Source: an optimization exercise on an open RTL-to-GDS flow (aim: small area, a short achievable clock period and few clock cycles). Production flows keep margins and buffers that such runs may drop.
Function was checked by simulation only, so behaviour that the tests miss may differ from the original.

// largest_prime_factor
module largest_prime_factor (
  input  logic                          clk,
  input  logic                          rst_n,
  input  logic                          in_valid,
  output logic                          in_stall,
  input  logic [lpf_pkg::OUT_WIDTH-1:0] in_value,
  output logic                          out_valid,
  input  logic                          out_stall,
  output logic [lpf_pkg::OUT_WIDTH-1:0] out_largest_factor,
  output logic                          out_status
);
  localparam int VW  = lpf_pkg::VALUE_WIDTH;
  localparam int DW  = lpf_pkg::DIV_WIDTH;
  localparam int FW  = lpf_pkg::FAST_WIDTH;
  localparam int FS  = lpf_pkg::FAST_SLACK;
  localparam int K   = lpf_pkg::STEP_BITS;
  localparam int CW  = lpf_pkg::CHUNK_W;
  localparam int SW  = $clog2(K);
  localparam int DCW = $clog2(lpf_pkg::DCHUNK);
  typedef enum logic [2:0] {
    ST_IDLE,
    ST_STRIP,
    ST_PRE,
    ST_REM,
    ST_QUO,
    ST_QEND,
    ST_DONE
  } state_t;
  localparam logic [1:0] CMP_EQ = 2'd0;
  localparam logic [1:0] CMP_LT = 2'd1;
  localparam logic [1:0] CMP_GT = 2'd2;
  function automatic logic [3:0] wgap(input logic [5:0] p);
    wgap = {lpf_pkg::WHEEL_HALF_GAPS[p*3 +: 3], 1'b0};
  endfunction
  function automatic logic [5:0] wnext(input logic [5:0] p);
    wnext = (p == 6'(lpf_pkg::WHEEL_LEN - 1)) ? 6'(lpf_pkg::WHEEL_LOOP) : p + 6'd1;
  endfunction
  function automatic logic is_wide(input logic [DW-1:0] d);
    is_wide = (d[DW-1:FW] != '0) || (d[FW-1:FS] == '1);
  endfunction
  state_t          state_r, state_nxt;
  logic            busy_r, busy_nxt;         
  logic            ovalid_r, ovalid_nxt;     
  logic [VW-1:0]   q_r, q_nxt;               
  ...
Size: roughly 4400 cells after synthesis, ~210 flip-flops, about 28000 µm² of cells after synthesis.
make LEC_CHECK=0 ABC_AREA=1 CAP_MARGIN=20 CORE_MARGIN=2 CORE_UTILIZATION=40 SLEW_MARGIN=20 finish   # period 8.0 ns
run.sh (not shown) runs the stock make flow with config.mk's settings and CLKGATE_MAP_FILE= SYNTH_SCRIPT=/design/flow/synth_recipe.tcl, a recipe that flattens the netlist after the stock synthesis.
Testbench counts at the start, summed over its fixed seeds: cycles 157,584.
Next try:
--- a/flow/design.v
+++ b/flow/design.v
@@ -245,42 +245,28 @@
     dx_pos  = pre_sel ? widx_r : widxp_r;
     dx_sum  = dx_base + FW'(wgap(dx_pos));
   end
   logic [K-1:0]    vbits;
   logic [CW-1:0]   top_pass;
   logic [CW-1:0]   top_m1;
-  logic [CW-1:0]   top_m2;
-  logic [K-1:0]    q_top, q_top1, q_top2;
-  logic            lt_top, lt_top1, lt_top2;  
-  logic            fit1, fit2, fit3;         
+  logic [K-1:0]    q_top, q_top1;
+  logic            lt_top, lt_top1;          
   logic            q_one;                    
   assign vbits    = (state_r == ST_QUO) ? qbits : chunk_r;
   assign top_pass = seen_r ? tseen_r : j_r;
   assign top_m1   = top_pass - CW'(1);
   assign q_top    = q_r[top_pass*K +: K];
   assign q_top1   = q_r[top_m1*K +: K];
   assign lt_top   = (top_pass < CW'(lpf_pkg::DCHUNK)) && (d_inc[top_pass[DCW-1:0]*K +: K] != '0);
   assign lt_top1  = (top_m1 < CW'(lpf_pkg::DCHUNK)) && (d_inc[top_m1[DCW-1:0]*K +: K] != '0);
-  assign top_m2   = top_pass - CW'(2);
-  assign q_top2   = q_r[top_m2*K +: K];
-  assign lt_top2  = (top_m2 < CW'(lpf_pkg::DCHUNK)) && (d_inc[top_m2[DCW-1:0]*K +: K] != '0);
-  assign fit1     = (top_pass >= CW'(1)) && ((DW+1)'(q_top) < d_inc);
-  assign fit2     = (top_pass >= CW'(2)) && ((DW+1)'({q_top, q_top1}) < d_inc);
-  assign fit3     = (top_pass >= CW'(3)) && ((DW+1)'({q_top, q_top1, q_top2}) < d_inc);
   assign q_one    = (q_r[VW-1:1] == '0);
   logic [DW-1:0]   qdiv;
   assign qdiv = rz_r ? d_prev : DW'(dx_sum);
   logic            c1_quo, c1_zero;          
   logic            start;                    
   logic            f_rz, f_lt, f_rz1;        
-  logic [CW-1:0]   qtop_idx;
-  always_comb begin
-    qtop_idx = '0;
-    for (int c = 0; c < lpf_pkg::NCHUNK; c++)
-      if (q_r[c*K +: K] != '0) qtop_idx = CW'(c);
-  end
   logic [DW-1:0]   w_alt;
   logic [FW-1:0]   w1_alt;
   logic [1:0]      cmp_alt, cmp1_alt;
   logic [VW-1:0]   q_alt;
   logic            w_eng, w1_eng, cmp_eng, cmp1_eng, q_wr;
   always_comb begin
@@ -341,13 +327,13 @@
           twos_nxt = 1'b1;
         end else begin
           status_nxt = 1'b0;
           d_nxt      = DW'(3);
           wide_nxt   = 1'b0;
           widx_nxt   = '0;
-          j_nxt      = qtop_idx;
+          j_nxt      = CW'(lpf_pkg::NCHUNK - 1);
           state_nxt  = ST_PRE;
         end
       end
       ST_PRE: begin
         if (q_one) begin
           q_alt      = {{(VW-DW){1'b0}}, d_r};
@@ -442,27 +428,20 @@
           d1_nxt    = d1_inc;
           adv_nxt   = adv;
           widxp_nxt = widx_r;
           widx_nxt  = widx_adv;
           sb_nxt    = '0;
           j_nxt     = top_pass;
-          if (fit3) begin
-            w_alt     = DW'({q_top, q_top1, q_top2});
-            w1_alt    = FW'({q_top, q_top1, q_top2});
-            j_nxt     = top_pass - CW'(3);
-            seen_nxt  = 1'b1;
-            tseen_nxt = top_pass;
-            cmp_alt   = (lt_top || lt_top1 || lt_top2) ? CMP_LT : CMP_EQ;
-          end else if (fit2) begin
+          if (d_inc[DW-1:2*K] != '0) begin
             w_alt     = DW'({q_top, q_top1});
             w1_alt    = FW'({q_top, q_top1});
             j_nxt     = top_pass - CW'(2);
             seen_nxt  = 1'b1;
             tseen_nxt = top_pass;
             cmp_alt   = (lt_top || lt_top1) ? CMP_LT : CMP_EQ;
-          end else if (fit1) begin
+          end else if (d_inc[DW-1:K] != '0) begin
             w_alt     = DW'(q_top);
             w1_alt    = FW'(q_top);
             j_nxt     = top_pass - CW'(1);
             seen_nxt  = 1'b1;
             tseen_nxt = top_pass;
             cmp_alt   = lt_top ? CMP_LT : CMP_EQ;
After rerunning:
- The changed run completed, yet does not pass: negative setup slack
- clock-buffer cell count falls by 1
- synthesized area came out lower by about 7%
- first-iteration DRC count falls by about 24%
- wire length shrinks by 11%
- die area is lower by about 7%
Testbench counts after the change, summed over its fixed seeds: cycles 170,202.

## re-timing with driven ports
How much do the figures lean on ideal ports? The routed layouts below were timed once more, with nothing changed but the port constraints.
Step 1, drivers: a clkbuf_16 drives clk and a buf_2 each remaining input, both assumed.
Step 2 times the ports against the registers' clock, not the clock port: input delays grow and output delays shrink by t, the midpoint of the rising clock arrivals with the driver on.
a / b / c = ideal ports / drivers / drivers and shift; a / b = the first two.
run	t (ns)	setup WS [ns]	hold WS [ns]	worst setup path at the end
the first run	0.655	0.339 / 0.339 / 0.339	0.470 / 0.470 / 0.470	register to register
the second run	0.679	-0.070 / -0.070 / -0.070	0.464 / 0.464 / 0.464	register to register
